From an optimization exercise on the open Yosys and OpenROAD flow, aimed at small area, a short achievable clock period and few clock cycles per item; shortcuts taken in it are not production practice. RTL that was checked went through simulation tests only; none was proved equivalent to the original. Function not checked in runs 3 and 4: the RTL went through the layout flow alone. Power is estimated from default activity; no workload was simulated. No driver is modelled on the clock port, so clocking that relies on it looks cheaper here than on a real chip.

`flow/design.v`:
```
package gaussian_pyramid_pkg;
  localparam int NORM_SHIFT = 4;
endpackage
import gaussian_pyramid_pkg::*;
module blur_free
#(
  parameter int W = 64,
  parameter int BIT_DEPTH = 8
) (
  input  logic                 clk,
  input  logic [BIT_DEPTH-1:0] in_pixel,
  input  logic                 border,
  output logic [BIT_DEPTH-1:0] out_pixel,
  output logic [BIT_DEPTH-1:0] out_copy,
  output logic [BIT_DEPTH-1:0] out_centre
);
  localparam int VW = BIT_DEPTH + 2;
  localparam int SW = BIT_DEPTH + 4;
  logic [W-1:0][BIT_DEPTH-1:0] sra, srb;
  logic [VW-1:0] va, vb;
  logic [SW-1:0] w;
  logic [BIT_DEPTH-1:0] ca, cb, res;
  logic [SW-1:0] h;
  assign h = w + SW'(va);
  assign res = border ? cb : h[SW-1:NORM_SHIFT];
  always_ff @(posedge clk) begin
    sra <= {sra[W-2:0], in_pixel};
    srb <= {srb[W-2:0], sra[W-1]};
    va <= VW'(srb[W-1]) + (VW'(sra[W-1]) << 1) + VW'(in_pixel);
    vb <= va;
    w <= SW'(vb) + (SW'(va) << 1);
    ca <= sra[W-1];
    cb <= ca;
    out_pixel <= res;
    out_copy <= res;
    out_centre <= cb;
  end
endmodule
module line_ring
#(
  parameter int L = 64,
  parameter int BIT_DEPTH = 8
) (
  input  logic                   clk,
  input  logic                   we0,
  input  logic [BIT_DEPTH-1:0]   d0,
  input  logic                   we1,
  input  logic [BIT_DEPTH-1:0]   d1,
  output logic [BIT_DEPTH-1:0]   q1,
  output logic [BIT_DEPTH-1:0]   q2,
  output logic [BIT_DEPTH+1:0]   r
);
  logic [L-1:0][BIT_DEPTH-1:0] s;
  assign q1 = s[L-1];
  assign q2 = s[L-2];
  always_ff @(posedge clk) begin
    s <= {s[L-2:0], we0 ? d0 : we1 ? d1 : s[L-1]};
    r <= (BIT_DEPTH + 2)'(s[L-3]) + ((BIT_DEPTH + 2)'(s[L-2]) << 1);
  end
endmodule
module blur_ring
#(
  parameter int W = 32,
  parameter int H = 32,
  parameter int BIT_DEPTH = 8,
  parameter bit FINAL = 1'b0
) (
  input  logic                       clk,
  input  logic                       rst_n,
  input  logic                       clr,
  input  logic                       ev,
  input  logic [BIT_DEPTH-1:0]       in_pixel,
  input  logic [BIT_DEPTH-1:0]       ring_q1,
  input  logic [BIT_DEPTH+1:0]       ring_r,
  output logic                       ring_we,
  output logic [BIT_DEPTH-1:0]       ring_d,
  output logic                       out_valid,
  output logic                       out_valid_int,
  output logic                       out_keep,
  output logic                       out_keep_int,
  output logic [$clog2(W*H)-1:0]     out_addr,
  output logic [BIT_DEPTH-1:0]       out_pixel,
  output logic [BIT_DEPTH-1:0]       out_pixel_int,
  output logic [BIT_DEPTH-1:0]       out_centre
);
  localparam int AW = $clog2(W * H);
  localparam int LW = $clog2(W);
  localparam int KW = $clog2(W + 2);
  localparam int VW = BIT_DEPTH + 2;
  localparam int SW = BIT_DEPTH + 4;
  logic [KW-1:0] k;
  logic [AW-1:0] cnt;
  logic [VW-1:0] va, vb;
  logic [SW-1:0] w;
  logic [BIT_DEPTH-1:0] ca, cb, xd, res, cen;
  logic [SW-1:0] h;
  logic ev_d, emit, emit_d, border, copy_d, left_d, wr_d, keep;
  assign emit = ev && k == KW'(W + 1);
  assign h = w + SW'(va);
  assign border = cnt[AW-1:LW] == '0 || &cnt[AW-1:LW] || cnt[LW-1:0] == '0 || &cnt[LW-1:0];
  assign ring_we = ev || ev_d;
  assign ring_d = ev ? in_pixel : ca;
  assign wr_d = emit_d || copy_d || left_d;
  assign keep = (emit_d || left_d) && !cnt[LW] && !cnt[0];
  always_comb begin
    if (emit_d) begin
      res = border ? cb : h[SW-1:NORM_SHIFT];
      cen = cb;
    end else if (copy_d) begin
      res = xd;
      cen = xd;
    end else begin
      res = ca;
      cen = ca;
    end
  end
  always_ff @(posedge clk) begin
    if (ev) begin
      va <= ring_r + VW'(in_pixel);
      vb <= va;
      w <= SW'(vb) + (SW'(va) << 1);
      ca <= ring_q1;
      cb <= ca;
      xd <= in_pixel;
    end
    out_pixel <= res;
    out_pixel_int <= res;
    out_centre <= cen;
    out_addr <= copy_d ? {cnt[AW-1:LW] + 1'b1, cnt[LW-1:0]} : cnt;
  end
  always_ff @(posedge clk or negedge rst_n) begin
    if (!rst_n) begin
      k <= '0;
      cnt <= '0;
      ev_d <= 1'b0;
      emit_d <= 1'b0;
      copy_d <= 1'b0;
      left_d <= 1'b0;
      out_valid <= 1'b0;
      out_valid_int <= 1'b0;
      out_keep <= 1'b0;
      out_keep_int <= 1'b0;
    end else begin
      k <= clr ? '0 : (ev && k != KW'(W + 1)) ? k + 1'b1 : k;
      cnt <= clr ? '0 : (emit_d || left_d) ? cnt + 1'b1 : cnt;
      ev_d <= ev && !clr;
      emit_d <= emit && !clr;
      copy_d <= FINAL && emit_d && !clr && cnt >= AW'(W * (H - 2) - 1);
      left_d <= FINAL && copy_d && !clr && cnt == AW'(W * (H - 1) - 1);
      out_valid <= wr_d;
      out_valid_int <= wr_d;
      out_keep <= keep;
      out_keep_int <= keep;
    end
  end
endmodule
import gaussian_pyramid_pkg::*;
module gaussian_pyramid_core
#(
  parameter int BIT_DEPTH = 8,
  parameter int TOP_WIDTH = 64,
  parameter int TOP_HEIGHT = 64,
  parameter int READ_LATENCY = 2,
  localparam int A1 = $clog2(TOP_WIDTH * TOP_HEIGHT),
  localparam int A2 = $clog2((TOP_WIDTH >> 1) * (TOP_HEIGHT >> 1)),
  localparam int A3 = $clog2((TOP_WIDTH >> 2) * (TOP_HEIGHT >> 2))
) (
  input  logic                 clk_in,
  input  logic                 rst_in,
  input  logic                 start_in,
  output logic [A1-1:0]        ext_read_addr,
  output logic                 ext_read_addr_valid,
  input  logic [BIT_DEPTH-1:0] ext_pixel_in,
  output logic [A1-1:0]        O1L1_write_addr, O1L2_write_addr, O1L3_write_addr,
  output logic                 O1L1_write_valid, O1L2_write_valid, O1L3_write_valid,
  output logic [BIT_DEPTH-1:0] O1L1_pixel_out, O1L2_pixel_out, O1L3_pixel_out,
  output logic [A2-1:0]        O2L1_write_addr, O2L2_write_addr, O2L3_write_addr,
  output logic                 O2L1_write_valid, O2L2_write_valid, O2L3_write_valid,
  output logic [BIT_DEPTH-1:0] O2L1_pixel_out, O2L2_pixel_out, O2L3_pixel_out,
  output logic [A3-1:0]        O3L1_write_addr, O3L2_write_addr, O3L3_write_addr,
  output logic                 O3L1_write_valid, O3L2_write_valid, O3L3_write_valid,
  output logic [BIT_DEPTH-1:0] O3L1_pixel_out, O3L2_pixel_out, O3L3_pixel_out,
  output logic                 pyramid_done
);
  localparam int W2 = TOP_WIDTH >> 1;
  localparam int H2 = TOP_HEIGHT >> 1;
  localparam int W3 = TOP_WIDTH >> 2;
  localparam int H3 = TOP_HEIGHT >> 2;
  localparam int LW1 = $clog2(TOP_WIDTH);
  localparam int LW2 = $clog2(W2);
  localparam int LW3 = $clog2(W3);
  localparam int N1 = TOP_WIDTH * TOP_HEIGHT;
  localparam int CW = A1 + 1;
  localparam int LAT1 = READ_LATENCY + 1 + TOP_WIDTH + 2;
  localparam int LAT2 = LAT1 + TOP_WIDTH + 3;
  localparam int DONE_AT = N1 + 78;
  localparam int FL21 = N1 - 64;
  localparam int FL31 = N1 + 8;
  logic start_r, busy, rd_en, v1_int, o2v1_int;
  logic [READ_LATENCY:0] vld_dly;
  logic [BIT_DEPTH-1:0] px, px_int;
  logic [CW-1:0] b1, b2;
  logic brd1, brd2, v23, o2l1;
  logic [A1-1:0] a1, a23;
  always_ff @(posedge clk_in or negedge rst_in) begin
    if (!rst_in) begin
      start_r <= 1'b0;
      busy <= 1'b0;
      rd_en <= 1'b0;
      ext_read_addr_valid <= 1'b0;
      ext_read_addr <= '0;
      vld_dly <= '0;
      O1L1_write_valid <= 1'b0;
      v1_int <= 1'b0;
      a1 <= '0;
      b1 <= '0;
      b2 <= '0;
      v23 <= 1'b0;
      O2L1_write_valid <= 1'b0;
      o2v1_int <= 1'b0;
      pyramid_done <= 1'b0;
    end else begin
      start_r <= start_in && !busy && !start_r;
      if (start_r) begin
        busy <= 1'b1;
        rd_en <= 1'b1;
        ext_read_addr_valid <= 1'b1;
        ext_read_addr <= '0;
        a1 <= '0;
        b1 <= CW'(-LAT1);
        b2 <= CW'(-LAT2);
      end else begin
        if (pyramid_done) busy <= 1'b0;
        if (&ext_read_addr) begin
          rd_en <= 1'b0;
          ext_read_addr_valid <= 1'b0;
        end
        if (rd_en) ext_read_addr <= ext_read_addr + 1'b1;
        if (v1_int) a1 <= a1 + 1'b1;
        if (busy) begin
          b1 <= b1 + 1'b1;
          b2 <= b2 + 1'b1;
        end
      end
      vld_dly <= {vld_dly[READ_LATENCY-1:0], rd_en};
      O1L1_write_valid <= vld_dly[READ_LATENCY-1];
      v1_int <= vld_dly[READ_LATENCY-1];
      v23 <= busy && !b2[CW-1];
      O2L1_write_valid <= o2l1;
      o2v1_int <= o2l1;
      pyramid_done <= busy && !pyramid_done && b2 == CW'(DONE_AT);
    end
  end
  always_ff @(posedge clk_in) begin
    px <= ext_pixel_in;
    px_int <= ext_pixel_in;
    a23 <= b2[A1-1:0];
  end
  assign o2l1 = busy && !b2[CW-1] && !b2[LW1] && !b2[0];
  assign brd1 = b1[A1-1:LW1] == '0 || &b1[A1-1:LW1] || b1[LW1-1:0] == '0 || &b1[LW1-1:0];
  assign brd2 = b2[A1-1:LW1] == '0 || &b2[A1-1:LW1] || b2[LW1-1:0] == '0 || &b2[LW1-1:0];
  assign O1L1_write_addr = a1;
  assign O1L1_pixel_out = px;
  logic [BIT_DEPTH-1:0] l2, l3_int;
  blur_free #(.W(TOP_WIDTH), .BIT_DEPTH(BIT_DEPTH)) u_b11 (
    .clk(clk_in), .in_pixel(px_int), .border(brd1), .out_pixel(), .out_copy(l2), .out_centre());
  blur_free #(.W(TOP_WIDTH), .BIT_DEPTH(BIT_DEPTH)) u_b12 (
    .clk(clk_in), .in_pixel(l2), .border(brd2), .out_pixel(O1L3_pixel_out), .out_copy(l3_int),
    .out_centre(O1L2_pixel_out));
  assign O1L2_write_valid = v23;
  assign O1L3_write_valid = v23;
  assign O1L2_write_addr = a23;
  assign O1L3_write_addr = a23;
  assign O2L1_write_addr = {a23[A1-1:LW1+1], a23[LW1-1:1]};
  assign O2L1_pixel_out = O1L3_pixel_out;
  logic f21, f31;
  logic ev21, ev22, ev31, ev32;
  logic o2v, o3v, o3k_int;
  logic [BIT_DEPTH-1:0] o2p1, o3p1, o2p2;
  logic r21we, r22we, r31we, r32we;
  logic [BIT_DEPTH-1:0] r21d, r22d, r31d, r32d, r21q1, r22q1, r3q1;
  logic [BIT_DEPTH+1:0] r21r, r22r, r3r;
  always_ff @(posedge clk_in or negedge rst_in) begin
    if (!rst_in) begin
      f21 <= 1'b0;
      f31 <= 1'b0;
    end else begin
      f21 <= busy && b2 >= CW'(FL21) && b2 <= CW'(FL21 + 2 * W2) && b2[0] == FL21[0];
      f31 <= busy && b2 >= CW'(FL31) && b2 <= CW'(FL31 + 4 * W3) && b2[1:0] == FL31[1:0];
    end
  end
  assign ev21 = o2v1_int || f21;
  assign ev22 = o2v;
  assign ev31 = o3k_int || f31;
  assign ev32 = o3v;
  line_ring #(.L(TOP_WIDTH), .BIT_DEPTH(BIT_DEPTH)) u_r21 (
    .clk(clk_in), .we0(r21we), .d0(r21d), .we1(1'b0), .d1(r21d), .q1(r21q1), .q2(), .r(r21r));
  line_ring #(.L(TOP_WIDTH), .BIT_DEPTH(BIT_DEPTH)) u_r22 (
    .clk(clk_in), .we0(r22we), .d0(r22d), .we1(1'b0), .d1(r22d), .q1(r22q1), .q2(), .r(r22r));
  line_ring #(.L(TOP_WIDTH), .BIT_DEPTH(BIT_DEPTH)) u_r3 (
    .clk(clk_in), .we0(r31we), .d0(r31d), .we1(r32we), .d1(r32d), .q1(r3q1), .q2(), .r(r3r));
  blur_ring #(.W(W2), .H(H2), .BIT_DEPTH(BIT_DEPTH)) u_b21 (
    .clk(clk_in), .rst_n(rst_in), .clr(start_r), .ev(ev21), .in_pixel(l3_int),
    .ring_q1(r21q1), .ring_r(r21r), .ring_we(r21we), .ring_d(r21d),
    .out_valid(), .out_valid_int(o2v), .out_keep(), .out_keep_int(), .out_addr(),
    .out_pixel(), .out_pixel_int(o2p1), .out_centre());
  blur_ring #(.W(W2), .H(H2), .BIT_DEPTH(BIT_DEPTH), .FINAL(1'b1)) u_b22 (
    .clk(clk_in), .rst_n(rst_in), .clr(start_r), .ev(ev22), .in_pixel(o2p1),
    .ring_q1(r22q1), .ring_r(r22r), .ring_we(r22we), .ring_d(r22d),
    .out_valid(O2L3_write_valid), .out_valid_int(), .out_keep(O3L1_write_valid), .out_keep_int(o3k_int),
    .out_addr(O2L3_write_addr), .out_pixel(O2L3_pixel_out), .out_pixel_int(o2p2),
    .out_centre(O2L2_pixel_out));
  assign O2L2_write_valid = O2L3_write_valid;
  assign O2L2_write_addr = O2L3_write_addr;
  assign O3L1_write_addr = {O2L3_write_addr[A2-1:LW2+1], O2L3_write_addr[LW2-1:1]};
  assign O3L1_pixel_out = O2L3_pixel_out;
  blur_ring #(.W(W3), .H(H3), .BIT_DEPTH(BIT_DEPTH)) u_b31 (
    .clk(clk_in), .rst_n(rst_in), .clr(start_r), .ev(ev31), .in_pixel(o2p2),
    .ring_q1(r3q1), .ring_r(r3r), .ring_we(r31we), .ring_d(r31d),
    .out_valid(), .out_valid_int(o3v), .out_keep(), .out_keep_int(), .out_addr(),
    .out_pixel(), .out_pixel_int(o3p1), .out_centre());
  blur_ring #(.W(W3), .H(H3), .BIT_DEPTH(BIT_DEPTH), .FINAL(1'b1)) u_b32 (
    .clk(clk_in), .rst_n(rst_in), .clr(start_r), .ev(ev32), .in_pixel(o3p1),
    .ring_q1(r3q1), .ring_r(r3r), .ring_we(r32we), .ring_d(r32d),
    .out_valid(O3L3_write_valid), .out_valid_int(), .out_keep(), .out_keep_int(),
    .out_addr(O3L3_write_addr), .out_pixel(O3L3_pixel_out), .out_pixel_int(),
    .out_centre(O3L2_pixel_out));
  assign O3L2_write_valid = O3L3_write_valid;
  assign O3L2_write_addr = O3L3_write_addr;
endmodule
```
`flow/flow/run.sh`:
```
#!/bin/bash
# Standard layout with buf_4 port buffers, timing repair aiming at 6.5 ns of setup slack
# (a 3.5 ns period) while the constraints stay at the design's 10 ns clock, and larger
# clock-tree sink clusters.
export BUFFER_PORTS_ARGS="-buffer_cell sky130_fd_sc_hd__buf_4"
export SETUP_SLACK_MARGIN=6.5
export CTS_ARGS="-sink_clustering_enable -repair_clock_nets -sink_clustering_size 24 -sink_clustering_max_diameter 80 -dont_use_dummy_load"
bash standard.sh > standard.log 2>&1
```
`flow/standard.sh`:
```
#!/bin/bash
# synth_recipe.tcl (not shown) runs the flow's synth.tcl, then flattens the netlist and writes it again
# the make line also repeats each setting of config.mk as NAME=value (left out here)
make -C /OpenROAD-flow-scripts/flow DESIGN_CONFIG=/design/flow/config.mk WORK_HOME=/design/flow/orfs CLKGATE_MAP_FILE= SYNTH_SCRIPT=/design/flow/synth_recipe.tcl "${@:-finish}"
```
`flow/config.mk`:
```
export PLATFORM = sky130hd
export DESIGN_NAME = gaussian_pyramid_core
export DESIGN_NICKNAME = gaussian_pyramid_core
export VERILOG_FILES = /design/flow/design.v
export SDC_FILE = /design/flow/constraint.sdc
export NUM_CORES = 4
export LEC_CHECK = 0
export CAP_MARGIN = 20
export CORE_MARGIN = 2
export CORE_UTILIZATION = 40
export SLEW_MARGIN = 20
```
`flow/constraint.sdc`:
```
create_clock -name core_clock -period 10.0 [get_ports {clk_in}]
set_input_delay 2.0000 -clock core_clock [delete_from_list [all_inputs] [get_ports {clk_in}]]
set_output_delay 2.0000 -clock core_clock [all_outputs]
set_load 0.01 [all_outputs]
```
==> results of run 1 <==
[repair_timing]
item / CTS / global route
endpoints found under the hold margin: 0 / 0
setup buffers: 1 / 0
cloned: 0 / 0
hold buffers: 0 / 0
gates resized for setup: 21 / 3
setup endpoints to repair: 35 / 3
[sequential cells by signal, summed over array words and instances, names as in the netlist, 12 cells and up]
register / cells
u_b12.w: 12
b2: 13
a23: 12
u_r22.s: 512
u_b11.srb: 512
ext_read_addr: 12
u_b22.w: 12
u_b32.w: 12
u_r21.s: 512
u_b21.w: 12
u_b31.w: 12
u_b12.sra: 512
u_b11.sra: 512
u_b12.srb: 512
u_b11.w: 12
b1: 12
u_r3.s: 512
a1: 12
[worst max-delay path by stage]
stage                                         end  slack, ns  cells past startpoint
finish                          O1L3_pixel_out[6]       6.61                      1
global route                   O1L1_write_addr[3]       6.51                      1
CTS                             O1L1_pixel_out[6]       6.50                      1
detailed placement  u_b21.out_valid_int$_DFF_PN0_       6.41                      2
global placement    u_b21.out_valid_int$_DFF_PN0_       6.48                      2
floorplan                       O2L1_pixel_out[1]       7.41                      1
[worst reg2reg max path, delay by kind of cell, from the launching register on]
family                   cells  cell delay [ns]
adder cells (fa/ha/maj)      2             0.65
flip-flops                   1             0.42
AND/OR/NAND/NOR              1             0.09
AO/OA/AOI/OAI                5             1.38
[layer usage]
layer | vias up | routed length, um | global-route usage, %
li1 | 19440 | - | -
met1 | 18130 | 62040 | 13.84
met2 | 533 | 50210 | 14.56
met3 | 226 | 5135 | 2.237
met4 | 2 | 3451 | 3.336
met5 | - | 15 | 0
[report_power, final]
group	leakage [uW]	total [uW]	internal (uW)	switching, uW
clock	0.00240	7990	3470	4520
combinational	0.00637	983	448	535
sequential	0.0343	17900	17500	376
[stage by stage]
step / util [%] / cell area [um^2] / hold WS [ns] / instances / setup WS [ns]
final: 44.17 / 107200 / 0.2870 / 9380 / 6.610
after CTS: 44.16 / 107200 / 0.2877 / 9376 / 6.500
after global routing: 44.17 / 107200 / 0.2848 / 9378 / 6.508
after detailed placement: 42.14 / 102300 / 0.3121 / 9180 / 6.413
after global placement: 42.14 / 102300 / 0.3098 / 9180 / 6.479
after floorplan: - / 97520 / 0.3096 / 5901 / 7.405
[logic make-up (layout without fill, tap and decap cells)]
logic type | count (synthesis) | count (layout)
buffers and inverters | 203 | 476
adders and majority gates | 239 | 239
xor gates and xnor gates | 221 | 221
other | 0 | 4
AOI/OAI and AO/OA | 427 | 427
DFF | 4120 | 4120
muxes | 42 | 42
and+or+nand+nor | 649 | 649
[cell type report]
type | instances | area (um^2) | area share [%]
well taps | 3202 | 4006 | 3.736
clock buffers | 195 | 4880 | 4.550
multi-input cells | 1578 | 11230 | 10.47
inverters | 74 | 277.8 | 0.2590
flip-flops and latches | 4120 | 85270 | 79.52
repair buffers | 207 | 1562 | 1.456
diodes | 4 | 10.01 | 0.009334
[synth_stat cells, types with 4 or more instances]
library cell	n	area, um^2
ha_1	210	2628
nor2_1	217	814.5
dfrtp_1	135	3378
nand2b_1	14	87.58
a21boi_1	5	37.54
o41ai_1	8	70.07
inv_1	72	270.3
a31o_1	6	52.55
or4_4	7	78.83
or3_1	24	150.1
nor2b_1	45	281.5
buf_1	7	26.28
buf_2	6	30.03
xor2_1	108	945.9
o31ai_1	4	30.03
edfxtp_1	208	6246
o21a_1	15	112.6
a211oi_1	18	135.1
and2_1	4	25.02
buf_4	76	570.6
o21bai_1	10	75.07
fa_1	29	580.6
nor3_1	44	220.2
xnor2_1	113	989.7
a21oi_1	132	660.6
mux2i_1	40	400.4
nand4_1	28	175.2
o21ai_1	24	120.1
clkbuf_1	40	150.1
nor3b_1	7	52.55
a21boi_0	6	45.04
a31oi_1	22	137.6
a21o_1	37	277.8
nand3_1	45	225.2
o21ai_0	104	520.5
or4_1	5	37.54
and3_1	20	125.1
dfxtp_1	3777	75610
nand2_1	172	645.6
a211o_1	4	35.03
nor4_1	5	31.28
a21oi_2	12	105.1
==> impl_metrics.ini, run 1 <==
[run_status]
status = no timing/DRC/antenna violations

[sta]
worstMarginPinSlew_ns = 1.063
fin_crit_sh_pct = 33.90
fmax_ghz = 0.2950
tns_ns = 0
clock_skew_ns = 0.07778
hold_viol = 0
rsz0062_at_grt = no
period_needed_ns = 3.390
slew_violations = 0
finalSetupViolCount = 0
max_slew_margin_pct = 29.13

[worst_setup_path]
arrival_ns = 1.39
critPathTopFamily = flip-flops
crit_start = u_b12.out_pixel[6]$_DFF_P_
worst_r2r_path_depth = 8
worstPathRequired_ns = 8.00
rrSetupSlack_ns = 7.21
worstSetupPathType = reg -> out
end_kind = output port
crit_buf_inv = 1
path_cells = buf_4
r2r-end = u_b32.w[11]$_DFFE_PP_
cpPeakStageDelay_ns = 0.43
reg2reg_from = u_b32.va[0]$_DFFE_PP_
critical_path.startpoint_type = register
path_max_fanout = 4
critPathSlowestCell = dfxtp_2

[route]
antenna_left = 0
routed_wirelength_mm = 120.9
avgRoutedWirePerCell_um = 12.88
via_per_inst = 4.086
drt_iter0_drc = 1805
drc_errors = 0
first_pass_iters = 5
vias = 38330

[logic_synthesis]
synth_fa_ha_area_share_pct = 3.290
synth-simple-area-share_pct = 3.128
synthCells = 5901
synthArstFlopShare_pct = 3.277
synth-edff-count = 208
synth_area_um2 = 97520
yosysSeqAreaShare_pct = 87.40
yosys.area_share.xor_xnor_pct = 1.985
muxShareOfSynthArea_pct = 0.4337
yosysWarnings = 7
postSynthAreaPerCell_um2 = 16.53
synth_ff_type = dfxtp_1
synth_cell_types = 62
ys_seq_elements = 4120
synth_top_family_by_area = adder cells
synth-compound-area-share_pct = 2.680
synth_nets = 6151

[cts]
clk_path_buf_depth = 3
path_clk_slew_ns = 0.09
clkLatencyLatePin_ns = 0.80
htreeDepth = 4
numClockSinks = 4120
cts_tree = done
clockRootBuffer = clkbuf_16
numCtsBuffers = 195

[placement]
gp_congestion = 0.8017
dp_hpwl_mm = 72.22
io_buffers = 195

[floorplan]
io_pins = 196
start_util_pct = 40.17
fp.dieH_um = 497.8
die_w_um = 497.8
rows = 181
core_area_um2 = 242800
die_area_um2 = 247800

[hold_path]
hp-class = reg -> reg
min_to = u_b11.srb[152]$_DFF_P_
hold_depth = 0
worst_hold_startpoint = u_b11.srb[144]$_DFF_P_

[power_and_ir_drop]
p_total_uw = 26860
irDropWorstVdd_mv = 0.1860
p_per_area_nw_per_um2 = 250.5
p_leak_uw = 0.04307

[global_route]
antenna_found_initial = 5
grt_max_degree = 79
grt_first_pass_wirelength_mm = 198.3
track_usage_pct = 9.724
grt_pass1_vias = 38270
grt_overflow = 0

[finish]
final_cell_mix = dfxtp_1, nor2_1, ha_1
syn2layout_area_growth_pct = 9.962
drive_gt1_share_pct = 7.370
n_fill_cell = 21220
nets = 6426
layout_commonest_cell = dfxtp_1

[flow_run]
drv_cap = 0
Testbench counts, summed over its fixed seeds: cycles 138,048, frames 32.
==> run 2, diff against run 1 <==
==> flow/flow/run.sh (replaced) <==
#!/bin/bash
# Standard layout with buf_4 port buffers, timing repair aiming at 7.0 ns of setup slack
# (a 3.0 ns period) while the constraints stay at the design's 10 ns clock, and larger
# clock-tree sink clusters.
export BUFFER_PORTS_ARGS="-buffer_cell sky130_fd_sc_hd__buf_4"
export SETUP_SLACK_MARGIN=7.0
export CTS_ARGS="-sink_clustering_enable -repair_clock_nets -sink_clustering_size 24 -sink_clustering_max_diameter 80 -dont_use_dummy_load"
bash standard.sh > standard.log 2>&1
==> impl_metrics.ini, run 2 <==
[run_status]
status = no timing/DRC/antenna violations

[route]
routed_wirelength_mm = 122.0
vias = 38670
drt_iter0_drc = 1854
routed-wl-met2_mm = 51.13
antenna_left = 0
wl_met3_mm = 4.993
via_per_inst = 4.096
first_pass_iters = 5
top_layer = met4
avgRoutedWirePerCell_um = 12.93
m1WireLength_mm = 62.53
drc_errors = 0

[worst_setup_path]
critical_path.startpoint_type = register
arrival_ns = 1.37
path_cells = buf_6
critPathTopFamily = flip-flops
worstSetupPathType = reg -> out
worstPathRequired_ns = 8.00
crit_buf_inv = 1
critPathSlowestCell = dfrtp_1
path_max_fanout = 2
cpPeakStageDelay_ns = 0.42
end_kind = output port

[floorplan]
die_w_um = 497.8
fp.dieH_um = 497.8
start_util_pct = 40.17
core_area_um2 = 242800
rows = 181
io_pins = 196
die_area_um2 = 247800

[logic_synthesis]
synth_most_common_cell = dfxtp_1
ys_seq_elements = 4120
synth_ff_type = dfxtp_1
synthArstFlopShare_pct = 3.277
synthTopCellsByCount = dfxtp_1, nor2_1, ha_1
yosysWarnings = 7
synth_largest_area_cell = dfxtp_1
synth-edff-count = 208
synth_area_um2 = 97520
synthCells = 5901
yosysSeqAreaShare_pct = 87.40
synth_cell_types = 62
synth_area_leaders = dfxtp_1, edfxtp_1, dfrtp_1
postSynthAreaPerCell_um2 = 16.53
synth_nets = 6151
synth.top_cell.area_share_pct = 77.53

[sta]
finalSetupViolCount = 0
slew_violations = 0
worstMarginPinSlew_ns = 1.057
clock_skew_ns = 0.07933
period_needed_ns = 3.366
max_slew_margin_pct = 29.55
fin_crit_sh_pct = 33.66
hold_viol = 0
rsz0062_at_grt = yes
tns_ns = 0
fmax_ghz = 0.2971

[power_and_ir_drop]
p_per_area_nw_per_um2 = 249.0
p_leak_uw = 0.04360
irDropWorstVdd_mv = 0.1863
p_total_uw = 27030

[cts]
clk_path_buf_depth = 3
clkLatencyLatePin_ns = 0.80
numCtsBuffers = 195
htreeDepth = 4
path_clk_slew_ns = 0.09
cts_tree = done
clockRootBuffer = clkbuf_16
numClockSinks = 4120

[finish]
layout_commonest_cell = dfxtp_1
drive_gt1_share_pct = 9.256
syn2layout_area_growth_pct = 11.33
fin_cells = 9440
nets = 6486
final_cell_mix = dfxtp_1, nor2_1, ha_1

[hold_path]
hp-class = reg -> reg

[global_route]
track_usage_pct = 9.804
grt_pass1_vias = 38590
grt_first_pass_wirelength_mm = 199.9
grt_max_degree = 79
grt_overflow = 0
antenna_found_initial = 4

[placement]
dp_hpwl_mm = 72.22
io_buffers = 195
placed_cells = 9180
gp_congestion = 0.8017

[flow_run]
drv_cap = 0
## run 2: cell counts after synthesis
Identical to the previous run, type by type.
## run 2: cell type report
cell class | count | area (um^2)
inverter | 74 | 277.8
tap | 3202 | 4006
clock buffer | 195 | 4880
multi-input combinational | 1578 | 11230
fill | 21030 | 134200
sequential | 4120 | 85450
antenna | 4 | 10.01
timing repair buffer | 267 | 2715
## run 2: what timing repair did
| action | in CTS | in global routing |
|---|---|---|
| setup buffers | 52 | 8 |
| setup endpoints to repair | 185 | 185 |
| hold buffers | 0 | 0 |
| pin swaps | 0 | 0 |
| resized for setup | 296 | 14 |
| hold endpoints to repair | 0 | 0 |
## run 2: final timing paths
| kind | from | endpoint | slack [ns] | depth (start not counted) |
|---|---|---|---|---|
| min | u_b11.srb[144]$_DFF_P_ | u_b11.srb[152]$_DFF_P_ | 0.29 | 0 |
| max | u_b22.out_valid$_DFF_PN0_ | O2L3_write_valid | 6.63 | 1 |
| min reg2reg | u_b11.srb[144]$_DFF_P_ | u_b11.srb[152]$_DFF_P_ | 0.29 | 0 |
| min in group asynchronous | rst_in | u_b22.cnt[3]$_DFFE_PN0P_ | 1.15 | 1 |
| max in group asynchronous | rst_in | a1[0]$_DFFE_PN0P_ | 7.60 | 3 |
| max reg2reg | u_b32.va[0]$_DFFE_PP_ | u_b32.w[11]$_DFFE_PP_ | 7.23 | 8 |
## run 2: power breakdown
part	leakage, uW	internal, uW	switching, uW
clock network	0.00240	3470	4520
logic	0.00689	554	576
registers	0.0343	17500	375
total	0.0436	21600	5480
## run 2: cells by family (layout without fill, tap and decap cells)
logic type	after synthesis	in the layout	synth area share [%]
muxes	42	42	0.4336
other	0	4	0
and+or+nand+nor	649	649	3.128
adders and majority gates	239	239	3.290
xor gates and xnor gates	221	221	1.985
AOI/OAI and AO/OA	427	427	2.680
DFF	4120	4120	87.40
buffers and inverters	203	536	1.082
## run 2: stage by stage
| step | util, % | hold slack, ns | worst slack [ns] | cell area, um^2 |
|---|---|---|---|---|
| floorplan | - | 0.3096 | 7.405 | 97520 |
| detailed placement | 42.14 | 0.3121 | 6.413 | 102300 |
| global route | 44.72 | 0.2848 | 6.537 | 108600 |
| CTS | 44.67 | 0.2877 | 6.547 | 108400 |
| finish | 44.72 | 0.2870 | 6.634 | 108600 |
| global placement | 42.14 | 0.3098 | 6.479 | 102300 |
## run 2: per-layer routing
layer / vias to the layer above / GRT usage [%]
li1: 19570 / -
met2: 570 / 14.81
met3: 223 / 2.147
met1: 18310 / 13.93
met4: 0 / 3.311
met5: - / 0
==> run 3, diff against run 2 <==
--- a/flow/design.v
+++ b/flow/design.v
@@ -196,12 +196,11 @@
   localparam int DONE_AT = N1 + 78;
   localparam int FL21 = N1 - 64;
   localparam int FL31 = N1 + 8;
-  logic start_r, busy, rd_en, v1_int, o2v1_int;
-  logic [READ_LATENCY:0] vld_dly;
-  logic [BIT_DEPTH-1:0] px, px_int;
+  logic start_r, busy, rd_en, o2v1_int;
+  logic [BIT_DEPTH-1:0] px;
   logic [CW-1:0] b1, b2;
   logic brd1, brd2, v23, o2l1;
-  logic [A1-1:0] a1, a23;
+  logic [A1-1:0] a11, a23;
   always_ff @(posedge clk_in or negedge rst_in) begin
     if (!rst_in) begin
       start_r <= 1'b0;
@@ -209,10 +208,7 @@
       rd_en <= 1'b0;
       ext_read_addr_valid <= 1'b0;
       ext_read_addr <= '0;
-      vld_dly <= '0;
       O1L1_write_valid <= 1'b0;
-      v1_int <= 1'b0;
-      a1 <= '0;
       b1 <= '0;
       b2 <= '0;
       v23 <= 1'b0;
@@ -226,7 +222,6 @@
         rd_en <= 1'b1;
         ext_read_addr_valid <= 1'b1;
         ext_read_addr <= '0;
-        a1 <= '0;
         b1 <= CW'(-LAT1);
         b2 <= CW'(-LAT2);
       end else begin
@@ -236,15 +231,12 @@
           ext_read_addr_valid <= 1'b0;
         end
         if (rd_en) ext_read_addr <= ext_read_addr + 1'b1;
-        if (v1_int) a1 <= a1 + 1'b1;
         if (busy) begin
           b1 <= b1 + 1'b1;
           b2 <= b2 + 1'b1;
         end
       end
-      vld_dly <= {vld_dly[READ_LATENCY-1:0], rd_en};
-      O1L1_write_valid <= vld_dly[READ_LATENCY-1];
-      v1_int <= vld_dly[READ_LATENCY-1];
+      O1L1_write_valid <= busy && !b1[CW-1];
       v23 <= busy && !b2[CW-1];
       O2L1_write_valid <= o2l1;
       o2v1_int <= o2l1;
@@ -253,17 +245,16 @@
   end
   always_ff @(posedge clk_in) begin
     px <= ext_pixel_in;
-    px_int <= ext_pixel_in;
+    a11 <= b1[A1-1:0];
     a23 <= b2[A1-1:0];
   end
   assign o2l1 = busy && !b2[CW-1] && !b2[LW1] && !b2[0];
   assign brd1 = b1[A1-1:LW1] == '0 || &b1[A1-1:LW1] || b1[LW1-1:0] == '0 || &b1[LW1-1:0];
   assign brd2 = b2[A1-1:LW1] == '0 || &b2[A1-1:LW1] || b2[LW1-1:0] == '0 || &b2[LW1-1:0];
-  assign O1L1_write_addr = a1;
-  assign O1L1_pixel_out = px;
+  assign O1L1_write_addr = a11;
   logic [BIT_DEPTH-1:0] l2, l3_int;
   blur_free #(.W(TOP_WIDTH), .BIT_DEPTH(BIT_DEPTH)) u_b11 (
-    .clk(clk_in), .in_pixel(px_int), .border(brd1), .out_pixel(), .out_copy(l2), .out_centre());
+    .clk(clk_in), .in_pixel(px), .border(brd1), .out_pixel(), .out_copy(l2), .out_centre(O1L1_pixel_out));
   blur_free #(.W(TOP_WIDTH), .BIT_DEPTH(BIT_DEPTH)) u_b12 (
     .clk(clk_in), .in_pixel(l2), .border(brd2), .out_pixel(O1L3_pixel_out), .out_copy(l3_int),
     .out_centre(O1L2_pixel_out));
==> impl_metrics.ini, run 3 <==
[run_status]
status = no timing/DRC/antenna violations

[placement]
postPlaceCellArea_um2 = 102100
gp_congestion = 0.7814
io_buffers = 195
dp_hpwl_mm = 73.56

[cts]
htreeDepth = 4
clockRootBuffer = clkbuf_16
path_clk_slew_ns = 0.09
numClockSinks = 4119
clkLatencyLatePin_ns = 0.87
ctsHoldBuffers = 0
cts_tree = done
numCtsBuffers = 194
clk_path_buf_depth = 3

[logic_synthesis]
synth_nets = 6124
yosysWarnings = 7
synth_area_um2 = 97430
synth_area_leaders = dfxtp_1, edfxtp_1, dfrtp_1
synthTopCellsByCount = dfxtp_1, nor2_1, ha_1
synth_most_common_cell = dfxtp_1
synth_ff_type = dfxtp_1
synth-edff-count = 208
synthArstFlopShare_pct = 2.962
ys_seq_elements = 4119
synthCells = 5875
synth_largest_area_cell = dfxtp_1
postSynthAreaPerCell_um2 = 16.58
yosysSeqAreaShare_pct = 87.39
synth.top_cell.area_share_pct = 77.85
synth_cell_types = 70

[route]
via_per_inst = 4.142
routed_wirelength_mm = 122.9
first_pass_iters = 5
drc_errors = 0
antenna_left = 0
vias = 38860
drt_iter0_drc = 2010
avgRoutedWirePerCell_um = 13.10

[sta]
tns_ns = 0
rsz0062_at_grt = yes
finalSetupViolCount = 0
max_slew_margin_pct = 31.17
clock_skew_ns = 0.07720
hold_viol = 0
slew_violations = 0
fin_crit_sh_pct = 33.73
fmax_ghz = 0.2965
period_needed_ns = 3.373
worstMarginPinSlew_ns = 1.032

[floorplan]
fp.dieH_um = 497.5
core_area_um2 = 242800
rows = 181
start_util_pct = 40.13
io_pins = 196
die_area_um2 = 247600
die_w_um = 497.5

[global_route]
grt_first_pass_wirelength_mm = 202.3
grt_pass1_vias = 38640
grt_max_degree = 89
grt_overflow = 0
antenna_found_initial = 8
track_usage_pct = 9.926

[worst_setup_path]
path_cells = buf_6
cpPeakStageDelay_ns = 0.44
worstSetupPathType = reg -> out
worstPathRequired_ns = 8.00
end_kind = output port
critical_path.startpoint_type = register
critPathSlowestCell = dfrtp_2
path_max_fanout = 2
crit_buf_inv = 1
arrival_ns = 1.37
critPathTopFamily = flip-flops

[finish]
drive_gt1_share_pct = 9.051
layout_commonest_cell = dfxtp_1
final_cell_mix = dfxtp_1, nor2_1, ha_1
nets = 6427
syn2layout_area_growth_pct = 11.05
final_area_um2 = 108200

[power_and_ir_drop]
p_per_area_nw_per_um2 = 249.0
combPwrFrac_pct = 3.7
irDropWorstVdd_mv = 0.2006
internal-power_uw = 21520
clkPwrFrac_pct = 29.6
p_leak_uw = 0.04324
power_switching_uw = 5423
pwr-share-seq_pct = 66.7
switching_share_pct = 20.13

[hold_path]
hp-class = reg -> reg

[flow_run]
drv_cap = 0
[run 3: changes by cell type after synthesis, sizes merged, moves of 15 or more]
cell   change
a21oi     -15
nand2     -21
nor3      +18
o21ai     -45
xor2      -25
[run 3: repair_timing]
item,CTS,global route
setup buffers,34,5
endpoints found under the setup margin,185,186
pin swaps,0,0
resized for setup,306,13
[run 3: metrics by stage]
| step | total power, uW | utilization [%] | hold slack [ns] | setup slack, ns | cells |
|---|---|---|---|---|---|
| after global routing | 28100 | 44.56 | 0.2532 | 6.512 | 9379 |
| after global placement | 19200 | 42.07 | 0.3100 | 6.471 | 9145 |
| after floorplan | 18790 | - | 0.3096 | 7.299 | 5875 |
| after CTS | 27310 | 44.53 | 0.2418 | 6.500 | 9373 |
| after detailed placement | 19240 | 42.07 | 0.3121 | 6.425 | 9145 |
| final | 26940 | 44.57 | 0.2573 | 6.627 | 9382 |
[run 3: final cells by class]
class | count | area (um^2)
diodes | 4 | 10.01
clock buffers | 194 | 4855
fillers | 21060 | 134600
inverters | 68 | 255.2
multi-input cells | 1551 | 11180
flip-flops and latches | 4119 | 85360
well taps | 3202 | 4006
repair buffers | 244 | 2526
[run 3: worst paths after layout]
| kind | startpoint | to | slack [ns] | cells past startpoint |
|---|---|---|---|---|
| setup / recovery | ext_read_addr_valid$_DFFE_PN0P_ | ext_read_addr_valid | 6.63 | 1 |
| hold / removal | u_r21.s[311]$_DFF_P_ | u_r21.s[319]$_DFF_P_ | 0.26 | 0 |
| setup reg to reg | u_b12.out_pixel[0]$_DFF_P_ | u_b21.va[8]$_DFFE_PN_ | 7.23 | 9 |
| hold reg to reg | u_r21.s[311]$_DFF_P_ | u_r21.s[319]$_DFF_P_ | 0.26 | 0 |
| max in group asynchronous | rst_in | u_b21.out_valid_int$_DFF_PN0_ | 7.37 | 2 |
| min in group asynchronous | rst_in | u_b22.out_keep$_DFF_PN0_ | 1.33 | 1 |
[run 3: kinds of logic (layout without fill, tap and decap cells)]
family	after synthesis	after routing	synth area share (%)
adders and majority gates	238	238	3.280
DFF	4119	4119	87.39
AOI/OAI and AO/OA	416	416	2.745
buffers and inverters	205	506	1.140
xor gates and xnor gates	207	207	1.861
and+or+nand+nor	647	647	3.136
muxes	43	43	0.4443
other	0	4	0
[run 3: layer usage]
layer | global-route usage, % | wire, um
met1 | 13.96 | 61880
met2 | 14.85 | 50960
met3 | 2.239 | 5732
met4 | 3.946 | 4322
met5 | 0 | 0
[run 3: power by group through the flow]
stage / clock (uW) / combinational (uW) / sequential, uW
2_1_floorplan: 0 / 609 / 18200
3_3_place_gp: 0 / 874 / 18300
3_5_place_dp: 0 / 894 / 18300
4_1_cts: 8290 / 1010 / 18000
5_1_grt: 8880 / 1120 / 18100
6_report: 7960 / 1010 / 18000
==> run 4, diff against run 3 <==
==> flow/flow/run.sh (replaced) <==
#!/bin/bash
# Standard layout with buf_4 port buffers, timing repair aiming at 6.5 ns of setup slack
# (a 3.5 ns period) while the constraints stay at the design's 10 ns clock, and larger
# clock-tree sink clusters.
export BUFFER_PORTS_ARGS="-buffer_cell sky130_fd_sc_hd__buf_4"
export SETUP_SLACK_MARGIN=6.5
export CTS_ARGS="-sink_clustering_enable -repair_clock_nets -sink_clustering_size 24 -sink_clustering_max_diameter 80 -dont_use_dummy_load"
bash standard.sh > standard.log 2>&1
==> impl_metrics.ini, run 4 <==
[run_status]
status = no timing/DRC/antenna violations

[sta]
fmax_ghz = 0.2943
max_slew_margin_pct = 31.04
hold_viol = 0
slew_violations = 0
period_needed_ns = 3.397
worstMarginPinSlew_ns = 1.034
clock_skew_ns = 0.07660
rsz0062_at_grt = no
finalSetupViolCount = 0
fin_crit_sh_pct = 33.97
tns_ns = 0

[route]
first_pass_iters = 5
routed_wirelength_mm = 122.3
via_per_inst = 4.143
vias = 38760
antenna_left = 0
drt_iter0_drc = 2015
avgRoutedWirePerCell_um = 13.07
drc_errors = 0

[worst_setup_path]
critPathTopFamily = flip-flops
worstSetupPathType = reg -> out
path_cells = buf_4
cpPeakStageDelay_ns = 0.43
path_max_fanout = 4
critical_path.startpoint_type = register
arrival_ns = 1.40
critPathSlowestCell = dfrtp_1
worstPathRequired_ns = 8.00
crit_buf_inv = 1
end_kind = output port

[finish]
drive_gt1_share_pct = 7.332
nets = 6402
layout_commonest_cell = dfxtp_1
final_cell_mix = dfxtp_1, nor2_1, buf_4
n_fill_cell = 21210
syn2layout_area_growth_pct = 10.01

[placement]
gp_congestion = 0.7814
dp_hpwl_mm = 73.56
io_buffers = 195

[logic_synthesis]
synthTopCellsByCount = dfxtp_1, nor2_1, ha_1
synth_area_leaders = dfxtp_1, edfxtp_1, dfrtp_1
synth_nets = 6124
synthCells = 5875
synth.top_cell.area_share_pct = 77.85
synth_largest_area_cell = dfxtp_1
yosysSeqAreaShare_pct = 87.39
postSynthAreaPerCell_um2 = 16.58
synth_most_common_cell = dfxtp_1
synth-edff-count = 208
synth_area_um2 = 97430
synthArstFlopShare_pct = 2.962
ys_seq_elements = 4119
yosysWarnings = 7
synth_ff_type = dfxtp_1
synth_cell_types = 70

[global_route]
grt_overflow = 0
grt_max_degree = 89
track_usage_pct = 9.877
grt_pass1_vias = 38440
grt_first_pass_wirelength_mm = 201.4
antenna_found_initial = 8

[flow_run]
drv_cap = 0

[power_and_ir_drop]
clkPwrFrac_pct = 29.7
internal-power_uw = 21440
p_total_uw = 26850
p_leak_uw = 0.04290
p_per_area_nw_per_um2 = 250.5
irDropWorstVdd_mv = 0.2021
switching_share_pct = 20.12
combPwrFrac_pct = 3.5
pwr-share-seq_pct = 66.8
power_switching_uw = 5402

[cts]
clockRootBuffer = clkbuf_16
numClockSinks = 4119
path_clk_slew_ns = 0.09
numCtsBuffers = 194
clkLatencyLatePin_ns = 0.84
htreeDepth = 4
clk_path_buf_depth = 3
cts_tree = done

[floorplan]
rows = 181
die_area_um2 = 247600
start_util_pct = 40.13
core_area_um2 = 242800
die_w_um = 497.5
fp.dieH_um = 497.5
io_pins = 196

[hold_path]
hp-class = reg -> reg
run 4: metal layers:
layer  GRT usage, %  share of wire, %
met4          3.770               3.3
met1          13.96                51
met5              0                 0
met3          2.221               4.6
met2          14.77                42
run 4: power by group through the flow:
stage | Sequential [uW] | Clock (uW) | Combinational [uW]
after CTS | 18000 | 8290 | 932
after detailed placement | 18300 | 0 | 894
final | 17900 | 7970 | 935
after floorplan | 18200 | 0 | 609
after global routing | 18100 | 8880 | 1050
after global placement | 18300 | 0 | 874
run 4: timing repair:
| item | CTS | global route |
|---|---|---|
| gates resized for setup | 30 | 2 |
| endpoints found under the setup margin | 37 | 5 |
| buffers inserted | 10 | 3 |
| hold buffers | 0 | 0 |
run 4: final timing paths:
path | slack (ns) | depth (start not counted) | to | start
max | 6.60 | 1 | ext_read_addr[6] | ext_read_addr[6]$_DFFE_PN0P_
min | 0.26 | 0 | u_r21.s[319]$_DFF_P_ | u_r21.s[311]$_DFF_P_
max reg2reg | 7.24 | 8 | u_b31.w[11]$_DFFE_PN_ | u_b31.va[0]$_DFFE_PN_
min reg2reg | 0.26 | 0 | u_r21.s[319]$_DFF_P_ | u_r21.s[311]$_DFF_P_
max in group asynchronous | 7.91 | 2 | u_b21.out_valid_int$_DFF_PN0_ | rst_in
min in group asynchronous | 1.07 | 1 | u_b22.out_keep$_DFF_PN0_ | rst_in
run 4: cell type report:
class / count / area [um^2] / area share (%)
Sequential cell: 4119 / 85200 / 79.48
Multi-Input combinational cell: 1551 / 11170 / 10.43
Clock buffer: 194 / 4855 / 4.529
Tap cell: 3202 / 4006 / 3.738
Timing Repair Buffer: 219 / 1690 / 1.577
Inverter: 68 / 255.2 / 0.2381
Antenna cell: 4 / 10.01 / 0.009338
run 4: cells by family after synthesis:
family,Yosys count,share of synthesized area (%)
simple gates,647,3.136
compound gates,416,2.745
flops,4119,87.39
mux,43,0.4443
buf+inv,205,1.140
xor+xnor,207,1.861
fa+ha+maj,238,3.280
run 4: through the flow:
stage,cells,setup WS (ns),hold WS [ns],cell area (um^2),utilization [%]
floorplan,5875,7.299,0.3096,97430,-
global placement,9145,6.471,0.3100,102100,42.07
detailed placement,9145,6.425,0.3121,102100,42.07
CTS,9349,6.486,0.2418,107100,44.12
global route,9354,6.503,0.2532,107200,44.15
finish,9357,6.603,0.2570,107200,44.15
==> run 5, diff against run 4 <==
--- a/flow/design.v
+++ b/flow/design.v
@@ -39,7 +39,8 @@
 module line_ring
 #(
   parameter int L = 64,
-  parameter int BIT_DEPTH = 8
+  parameter int BIT_DEPTH = 8,
+  parameter bit AHEAD = 1'b0
 ) (
   input  logic                   clk,
   input  logic                   we0,
@@ -53,9 +54,13 @@
   logic [L-1:0][BIT_DEPTH-1:0] s;
   assign q1 = s[L-1];
   assign q2 = s[L-2];
-  always_ff @(posedge clk) begin
+  always_ff @(posedge clk)
     s <= {s[L-2:0], we0 ? d0 : we1 ? d1 : s[L-1]};
-    r <= (BIT_DEPTH + 2)'(s[L-3]) + ((BIT_DEPTH + 2)'(s[L-2]) << 1);
+  if (AHEAD) begin : g_ahead
+    always_ff @(posedge clk)
+      r <= (BIT_DEPTH + 2)'(s[L-3]) + ((BIT_DEPTH + 2)'(s[L-2]) << 1);
+  end else begin : g_now
+    assign r = (BIT_DEPTH + 2)'(q2) + ((BIT_DEPTH + 2)'(q1) << 1);
   end
 endmodule
 module blur_ring
@@ -288,7 +293,7 @@
     .clk(clk_in), .we0(r21we), .d0(r21d), .we1(1'b0), .d1(r21d), .q1(r21q1), .q2(), .r(r21r));
   line_ring #(.L(TOP_WIDTH), .BIT_DEPTH(BIT_DEPTH)) u_r22 (
     .clk(clk_in), .we0(r22we), .d0(r22d), .we1(1'b0), .d1(r22d), .q1(r22q1), .q2(), .r(r22r));
-  line_ring #(.L(TOP_WIDTH), .BIT_DEPTH(BIT_DEPTH)) u_r3 (
+  line_ring #(.L(TOP_WIDTH), .BIT_DEPTH(BIT_DEPTH), .AHEAD(1'b1)) u_r3 (
     .clk(clk_in), .we0(r31we), .d0(r31d), .we1(r32we), .d1(r32d), .q1(r3q1), .q2(), .r(r3r));
   blur_ring #(.W(W2), .H(H2), .BIT_DEPTH(BIT_DEPTH)) u_b21 (
     .clk(clk_in), .rst_n(rst_in), .clr(start_r), .ev(ev21), .in_pixel(l3_int),
==> impl_metrics.ini, run 5 <==
[run_status]
status = no timing/DRC/antenna violations

[logic_synthesis]
ys_seq_elements = 4101
synth_ff_type = dfxtp_1
synthCells = 5829
yosysSeqAreaShare_pct = 87.48
synthTopCellsByCount = dfxtp_1, edfxtp_1, ha_1, nor2_1, nand2_1
synth_largest_area_cell = dfxtp_1
postSynthAreaPerCell_um2 = 16.63
synth_cell_types = 74
synthArstFlopShare_pct = 2.975
synth-edff-count = 208
synth_area_leaders = dfxtp_1, edfxtp_1, dfrtp_1
synth.top_cell.area_share_pct = 77.88
synth_most_common_cell = dfxtp_1
yosysWarnings = 8
synth_area_um2 = 96930
synth_nets = 6078

[route]
antenna_left = 0
drt_iter0_drc = 1755
drc_errors = 0
via_per_inst = 4.135
first_pass_iters = 5
vias = 38460
avgRoutedWirePerCell_um = 13.25
routed_wirelength_mm = 123.2

[power_and_ir_drop]
p_per_area_nw_per_um2 = 252.5
irDropWorstVdd_mv = 0.1462
p_leak_uw = 0.04302

[worst_setup_path]
worstPathRequired_ns = 8.00
reg2reg_from = u_b12.out_pixel[1]$_DFF_P_
critical_path.startpoint_type = register
path_cells = buf_6
crit_start = ext_read_addr[2]$_DFFE_PN0P_
critPathTopFamily = flip-flops
worst_r2r_path_depth = 10
path_max_fanout = 2
worst-path-stages = 1
crit_buf_inv = 1
end_kind = output port
cpPeakStageDelay_ns = 0.43
arrival_ns = 1.40
critPathSlowestCell = dfrtp_2
worstSetupPathType = reg -> out

[sta]
rsz0062_at_grt = yes
setup_slack_ns = 6.595
period_needed_ns = 3.405
clock_skew_ns = 0.1175
finalSetupViolCount = 0
slew_violations = 0
worstMarginPinSlew_ns = 1.099
hold_viol = 0
tns_ns = 0
max_slew_margin_pct = 26.57
fin_crit_sh_pct = 34.05
fmax_ghz = 0.2937

[floorplan]
start_util_pct = 40.26
io_pins = 196
rows = 180
fp.dieH_um = 496.3
die_w_um = 496.3
die_area_um2 = 246300
core_area_um2 = 240800

[cts]
numClockSinks = 4101
ctsHoldBuffers = 0
clk_path_buf_depth = 3
path_clk_slew_ns = 0.09
htreeDepth = 4
clkLatencyLatePin_ns = 0.85
cts_tree = done
numCtsBuffers = 197
clockRootBuffer = clkbuf_16

[hold_path]
worst_hold_startpoint = u_b12.srb[134]$_DFF_P_
hp-class = reg -> reg
hold_depth = 0

[global_route]
track_usage_pct = 9.979
grt_max_degree = 79
grt_pass1_vias = 37790
antenna_found_initial = 13
grt_first_pass_wirelength_mm = 199.1
grt_overflow = 0

[finish]
layout_commonest_cell = dfxtp_1
syn2layout_area_growth_pct = 10.17
n_fill_cell = 20860
drive_gt1_share_pct = 7.526
nets = 6363
final_cell_mix = dfxtp_1, buf_4, edfxtp_1

[placement]
dp_hpwl_mm = 75.01
gp_congestion = 0.7981
io_buffers = 195
dp_slack_ns = 6.436

[flow_run]
drv_cap = 0
run 5: what timing repair did:
action                     4_1_cts  5_1_grt
setup buffers                   11        3
gates cloned                     0        0
resized for setup               34        1
setup endpoints to repair       57        5
run 5: area by class of cell:
type | count | area (um^2) | area share (%)
Tap cell | 3185 | 3985 | 3.732
Antenna cell | 4 | 10.01 | 0.009373
Inverter | 80 | 301.5 | 0.2824
Timing Repair Buffer | 222 | 1715 | 1.606
Multi-Input combinational cell | 1512 | 11020 | 10.32
Sequential cell | 4101 | 84830 | 79.43
Clock buffer | 197 | 4930 | 4.616
run 5: power breakdown:
group	switching [uW]	internal [uW]
clock network	4520	3500
registers	410	17500
logic	560	472
total	5490	21500
run 5: stage by stage:
| step | area, um^2 | util [%] | power, uW | cells | hold WS (ns) |
|---|---|---|---|---|---|
| after floorplan | 96930 | - | 18790 | 5829 | 0.3096 |
| after global placement | 101700 | 42.23 | 19290 | 9086 | 0.3096 |
| after detailed placement | 101700 | 42.23 | 19310 | 9086 | 0.3121 |
| after CTS | 106800 | 44.34 | 27380 | 9294 | 0.2294 |
| after global routing | 106800 | 44.35 | 28150 | 9298 | 0.2314 |
| final | 106800 | 44.36 | 26960 | 9301 | 0.2333 |
run 5: final timing paths:
kind                                                  to  slack (ns)
worst max-delay path                    ext_read_addr[2]        6.60
worst min-delay path              u_b12.srb[142]$_DFF_P_        0.23
worst max register to register     u_b21.va[9]$_DFFE_PN_        7.22
worst min register to register    u_b12.srb[142]$_DFF_P_        0.23
max in group asynchronous              start_r$_DFF_PN0_        7.34
min in group asynchronous       u_b22.out_keep$_DFF_PN0_        1.12
run 5: logic make-up (layout without fill, tap and decap cells):
group	count (synthesis)	count (layout)	synth area share, %
flops	4101	4101	87.48
simple gates	632	632	3.117
compound gates	409	409	2.691
fa+ha+maj	238	238	3.390
buf+inv	216	499	1.160
xor+xnor	193	193	1.744
mux	40	40	0.4208
other cells	0	4	0
run 5: metal layers:
| layer | global-route usage [%] | wire (um) | up-vias |
|---|---|---|---|
| li1 | - | - | 19290 |
| met1 | 14.35 | 62830 | 18400 |
| met2 | 15.02 | 52130 | 543 |
| met3 | 1.982 | 4997 | 224 |
| met4 | 3.426 | 3253 | 0 |
| met5 | 0 | 0 | - |
Testbench counts of run 5, summed over its fixed seeds: cycles 138,048, frames 32.
==> run 6, diff against run 5 <==
--- a/flow/config.mk
+++ b/flow/config.mk
@@ -8,4 +8,5 @@
 export CAP_MARGIN = 20
 export CORE_MARGIN = 2
 export CORE_UTILIZATION = 40
+export PLACE_DENSITY = 0.8
 export SLEW_MARGIN = 20
==> impl_metrics.ini, run 6 <==
[floorplan]
die_area_um2 = 246300
die_w_um = 496.3
start_util_pct = 40.26
core_area_um2 = 240800
rows = 180
io_pins = 196
fp.dieH_um = 496.3

[logic_synthesis]
yosysWarnings = 8
yosysSeqAreaShare_pct = 87.48
ys_seq_elements = 4101
synth_cell_types = 74
synth.top_cell.area_share_pct = 77.88
synthArstFlopShare_pct = 2.975
synth_area_leaders = dfxtp_1, edfxtp_1, dfrtp_1
synthTopCellsByCount = dfxtp_1, edfxtp_1, ha_1, nor2_1, nand2_1
synth_nets = 6078
synth-edff-count = 208
synth_most_common_cell = dfxtp_1
synth_largest_area_cell = dfxtp_1
synth_ff_type = dfxtp_1
postSynthAreaPerCell_um2 = 16.63
synth_area_um2 = 96930
synthCells = 5829

[sta]
max_slew_margin_pct = 26.15
clock_skew_ns = 0.07895
fmax_ghz = 0.2926
rsz0062_at_grt = no
fin_crit_sh_pct = 34.18
period_needed_ns = 3.418
setup_slack_ns = 6.582
tns_ns = 0
worstMarginPinSlew_ns = 1.100
slew_violations = 0
hold_viol = 0
finalSetupViolCount = 0

[route]
avgRoutedWirePerCell_um = 15.24
vias = 39010
antenna_left = 0
drt_iter0_drc = 2472
routed_wirelength_mm = 141.5
drc_errors = 0
via_per_inst = 4.201
first_pass_iters = 5

[global_route]
grt-busiest-layer = met2
track_usage_pct = 11.49
met1_usage_pct = 14.78
grt_overflow = 0
grt_pass1_vias = 41030
grt.met2_usage_pct = 19.73
antenna_found_initial = 10
grt_max_degree = 85
grt_first_pass_wirelength_mm = 225.4
met3_usage_pct = 1.959

[power_and_ir_drop]
power_switching_uw = 5600
pwr-share-seq_pct = 66.6
switching_share_pct = 20.74
irDropWorstVdd_mv = 0.1794
clkPwrFrac_pct = 29.7
p_total_uw = 27000
p_per_area_nw_per_um2 = 253.3
internal-power_uw = 21400
p_leak_uw = 0.04292
combPwrFrac_pct = 3.7

[worst_setup_path]
reg2reg_from = u_b12.out_pixel[1]$_DFF_P_
rrSetupSlack_ns = 7.06
critPathSlowestCell = dfxtp_1
path_cells = buf_4
cpPeakStageDelay_ns = 0.46
worstSetupPathType = reg -> out
crit_buf_inv = 1
end_kind = output port
r2r-end = u_b21.va[9]$_DFFE_PN_
critical_path.startpoint_type = register
critPathTopFamily = flip-flops
worstPathRequired_ns = 8.00
worst_r2r_path_depth = 11
path_max_fanout = 4
arrival_ns = 1.42

[run_status]
status = no timing/DRC/antenna violations

[finish]
syn2layout_area_growth_pct = 9.974
fin_cells = 9285
final_cell_mix = dfxtp_1, buf_4, edfxtp_1
nets = 6350
layout_commonest_cell = dfxtp_1
drive_gt1_share_pct = 7.329

[placement]
gp_congestion = 0.8060
dp_hpwl_mm = 82.84
placed_cells = 9082
dp_slack_ns = 6.391
io_buffers = 195

[cts]
numCtsBuffers = 193
numClockSinks = 4101
path_clk_slew_ns = 0.09
clkLatencyLatePin_ns = 0.84
ctsHoldBuffers = 0
cts_tree = done
htreeDepth = 4
clockRootBuffer = clkbuf_16
clk_path_buf_depth = 3

[hold_path]
min_to = u_b11.srb[505]$_DFF_P_
worst_hold_startpoint = u_b11.srb[497]$_DFF_P_
hp-class = reg -> reg
hold_depth = 0

[flow_run]
drv_cap = 0
-- run 6: cell counts after synthesis --
Identical to the previous run, type by type.
-- run 6: power groups by stage --
stage               logic [uW]  clock network [uW]  registers, uW
floorplan                  657                   0          18100
global placement           934                   0          18300
detailed placement         975                   0          18400
CTS                       1010                8260          18000
global route              1120                8800          18100
finish                    1000                8010          18000
-- run 6: cell type report --
class	instances	area [um^2]
antenna	1	2.502
sequential	4101	84840
multi-input combinational	1512	11020
inverter	80	300.3
timing repair buffer	213	1615
tap	3185	3985
fill	20010	134200
clock buffer	193	4830
-- run 6: layer usage --
layer	vias to the layer above	routed length [um]
met5	-	0
met3	239	5694
met4	0	3553
li1	19240	-
met1	18730	63690
met2	798	68600
-- run 6: how the worst max path moves through the flow --
| stage | from | endpoint | slack [ns] | cells past startpoint |
|---|---|---|---|---|
| after floorplan | u_b22.out_keep$_DFF_PN0_ | u_b31.ca[0]$_DFFE_PN_ | 7.27 | 4 |
| after global placement | rst_in | u_b31.out_valid_int$_DFF_PN0_ | 6.49 | 2 |
| after detailed placement | rst_in | u_b31.out_valid_int$_DFF_PN0_ | 6.39 | 2 |
| after CTS | u_b32.out_addr[0]$_DFF_P_ | O3L2_write_addr[0] | 6.50 | 1 |
| after global routing | ext_read_addr[2]$_DFFE_PN0P_ | ext_read_addr[2] | 6.51 | 1 |
| final | u_b22.out_pixel[0]$_DFF_P_ | O3L1_pixel_out[0] | 6.58 | 1 |
-- run 6: logic make-up after synthesis --
group                      after synthesis  synth area share, %
AOI/OAI and AO/OA                      409                2.691
xor gates and xnor gates               193                1.744
adders and majority gates              238                3.390
buffers and inverters                  216                1.160
DFF                                   4101                87.48
muxes                                   40               0.4208
and+or+nand+nor                        632                3.117
-- run 6: stage by stage --
step	utilization, %	hold slack (ns)	area, um^2
floorplan	-	0.3096	96930
global placement	42.21	0.3097	101600
detailed placement	42.21	0.3121	101600
CTS	44.27	0.2758	106600
global route	44.28	0.2776	106600
finish	44.28	0.2746	106600
-- run 6: repair_timing --
action                                  4_1_cts  5_1_grt
endpoints found under the setup margin       41        2
setup buffers                                 8        0
gates cloned                                  0        0
gates resized for setup                      30        1
==> run 7, diff against run 6 <==
==> flow/flow/run.sh (replaced) <==
#!/bin/bash
# Standard layout with buf_4 port buffers, timing repair aiming at 6.5 ns of setup slack
# (a 3.5 ns period) while the constraints stay at the design's 10 ns clock, and larger
# clock-tree sink clusters.
export BUFFER_PORTS_ARGS="-buffer_cell sky130_fd_sc_hd__buf_4"
export SETUP_SLACK_MARGIN=6.5
export CTS_ARGS="-sink_clustering_enable -repair_clock_nets -sink_clustering_size 30 -sink_clustering_max_diameter 100 -dont_use_dummy_load"
bash standard.sh > standard.log 2>&1
--- a/flow/config.mk
+++ b/flow/config.mk
@@ -8,5 +8,4 @@
 export CAP_MARGIN = 20
 export CORE_MARGIN = 2
 export CORE_UTILIZATION = 40
-export PLACE_DENSITY = 0.8
 export SLEW_MARGIN = 20
==> impl_metrics.ini, run 7 <==
[worst_setup_path]
arrival_ns = 1.40
crit_buf_inv = 1
critPathSlowestCell = dfxtp_2
cpPeakStageDelay_ns = 0.45
critPathTopFamily = flip-flops
critical_path.startpoint_type = register
path_max_fanout = 5
path_cells = buf_4
end_kind = output port
worstPathRequired_ns = 8.00
worstSetupPathType = reg -> out

[sta]
period_needed_ns = 3.404
fin_crit_sh_pct = 34.04
clock_skew_ns = 0.07910
hold_viol = 0
rsz0062_at_grt = no
finalSetupViolCount = 0
slew_violations = 0
tns_ns = 0
worstMarginPinSlew_ns = 1.124
fmax_ghz = 0.2937
max_slew_margin_pct = 24.95

[logic_synthesis]
synth_area_leaders = dfxtp_1, edfxtp_1, dfrtp_1
synthArstFlopShare_pct = 2.975
synth_cell_types = 74
synthTopCellsByCount = dfxtp_1, edfxtp_1, ha_1, nor2_1, nand2_1
yosysSeqAreaShare_pct = 87.48
synth_ff_type = dfxtp_1
synth_largest_area_cell = dfxtp_1
synth.top_cell.area_share_pct = 77.88
ys_seq_elements = 4101
synth-edff-count = 208
synth_area_um2 = 96930
postSynthAreaPerCell_um2 = 16.63
synth_most_common_cell = dfxtp_1
yosysWarnings = 8
synthCells = 5829
synth_nets = 6078

[route]
routed_wirelength_mm = 122.4
drt_iter0_drc = 1746
antenna_left = 0
drc_errors = 0
vias = 38020
first_pass_iters = 5
via_per_inst = 4.110
avgRoutedWirePerCell_um = 13.23

[floorplan]
start_util_pct = 40.26
fp.dieH_um = 496.3
die_area_um2 = 246300
die_w_um = 496.3
rows = 180
core_area_um2 = 240800
io_pins = 196

[finish]
utilization_pct = 43.89
final_area_um2 = 105700
final_cell_mix = dfxtp_1, buf_4, edfxtp_1
drive_gt1_share_pct = 6.634
syn2layout_area_growth_pct = 9.012
layout_commonest_cell = dfxtp_1
nets = 6311

[cts]
ctsHoldBuffers = 0
clk_path_buf_depth = 3
path_clk_slew_ns = 0.12
clockRootBuffer = clkbuf_16
htreeDepth = 4
numCtsBuffers = 158
cts_tree = done
numClockSinks = 4101
clkLatencyLatePin_ns = 0.83

[power_and_ir_drop]
irDropWorstVdd_mv = 0.1773
p_per_area_nw_per_um2 = 247.5
p_leak_uw = 0.04246
p_total_uw = 26150

[global_route]
grt_first_pass_wirelength_mm = 197.2
track_usage_pct = 9.887
grt_pass1_vias = 37280
antenna_found_initial = 13
grt_max_degree = 79
grt_overflow = 0

[run_status]
status = no timing/DRC/antenna violations

[placement]
io_buffers = 195
dp_hpwl_mm = 75.01
gp_congestion = 0.7981
postPlaceCellArea_um2 = 101700

[flow_run]
drv_cap = 0

[hold_path]
hp-class = reg -> reg
==> run 7: cell types whose count changed in the layout (fill, tap and decap cells not counted), sizes merged <==
cell	change
buf	-4
inv	-1
clkinv	+1
diode	+4
clkbuf	-35
==> run 7: what timing repair did <==
| action | in CTS | in global routing |
|---|---|---|
| hold endpoints to repair | 0 | 0 |
| buffers inserted | 0 | 1 |
| setup endpoints to repair | 28 | 3 |
| gates cloned | 0 | 0 |
| resized for setup | 16 | 1 |
==> run 7: area by class of cell <==
cell class / count / area [um^2]
Clock buffer: 158 / 3954
Multi-Input combinational cell: 1512 / 11020
Timing Repair Buffer: 209 / 1573
Antenna cell: 5 / 12.51
Inverter: 80 / 301.5
Tap cell: 3185 / 3985
Fill cell: 20940 / 135100
Sequential cell: 4101 / 84820
==> run 7: final timing paths <==
kind / from / end / slack (ns) / cells past startpoint
max reg2reg: u_b12.out_pixel[1]$_DFF_P_ / u_b21.va[9]$_DFFE_PN_ / 7.21 / 10
min in group asynchronous: rst_in / u_b22.copy_d$_DFF_PN0_ / 1.18 / 1
max in group asynchronous: rst_in / ext_read_addr_valid$_DFFE_PN0P_ / 7.36 / 2
min reg2reg: u_b12.srb[385]$_DFF_P_ / u_b12.srb[393]$_DFF_P_ / 0.25 / 0
max: u_b22.out_pixel[1]$_DFF_P_ / O3L1_pixel_out[1] / 6.60 / 1
min: u_b12.srb[385]$_DFF_P_ / u_b12.srb[393]$_DFF_P_ / 0.25 / 0
==> run 7: kinds of logic (layout without fill, tap and decap cells) <==
| group | after synthesis | in the layout | share of synthesized area (%) |
|---|---|---|---|
| AO/OA/AOI/OAI | 409 | 409 | 2.691 |
| XOR/XNOR | 193 | 193 | 1.744 |
| adder cells (fa/ha/maj) | 238 | 238 | 3.390 |
| buffers and inverters | 216 | 447 | 1.160 |
| flip-flops | 4101 | 4101 | 87.48 |
| multiplexers | 40 | 40 | 0.4208 |
| other | 0 | 5 | 0 |
| AND/OR/NAND/NOR | 632 | 632 | 3.117 |
==> run 7: per-stage QoR <==
| step | hold WS (ns) | setup WS [ns] | std cells |
|---|---|---|---|
| final | 0.2482 | 6.596 | 9250 |
| after global routing | 0.2463 | 6.502 | 9246 |
| after CTS | 0.2463 | 6.474 | 9244 |
| after detailed placement | 0.3121 | 6.436 | 9086 |
| after global placement | 0.3096 | 6.505 | 9086 |
| after floorplan | 0.3096 | 7.269 | 5829 |
==> run 7: power by group <==
part,internal [uW],switching [uW]
sequential,17500,414
clock,2850,4390
combinational,443,549
==> run 7: metal layers <==
metal,share of wire (%),track usage [%]
met5,0,0
met4,3.1,3.578
met3,4.2,2.027
met2,41,14.66
met1,51,14.30

==> separate check: timing with driven ports <==
The flow's constraints put no driver on any port. The routed layouts listed below were extracted and timed again, unchanged, in two steps.
Step 1, drivers: a clkbuf_16 drives clk_in and a buf_2 each remaining input, both assumed.
Step 2 adds t to the input delays and takes it off the output delays; t is the mean of the earliest and latest rising clock arrival at the registers after step 1. Input paths then give back, and output paths get back, about the clock's delay inside the block.
Slacks: no drivers / after step 1 / after step 2; pairs: no drivers / after step 1.
run	t (ns)	slack for setup (ns)	worst setup path after step 2	slew at the worst register clock pin (ns)
run 1	0.855	6.610 / 6.529 / 6.807	input, reset recovery	0.09 / 0.09
run 2	0.856	6.634 / 6.553 / 6.768	input, reset recovery	0.09 / 0.09
run 3	0.895	6.627 / 6.545 / 6.527	input, reset recovery	0.10 / 0.10
run 4	0.895	6.603 / 6.520 / 7.067	input, reset recovery	0.10 / 0.10
run 5	0.879	6.595 / 6.518 / 6.501	input, reset recovery	0.10 / 0.10
run 6	0.892	6.582 / 6.498 / 6.521	input, reset recovery	0.09 / 0.09
run 7	0.864	6.596 / 6.517 / 6.530	input, reset recovery	0.12 / 0.12
After both steps every run listed still meets setup and hold. The setup slack of run 3, which loses most, moves by -0.082 ns with the drivers and by -0.100 ns with both steps. Setup slack includes reset recovery checks.
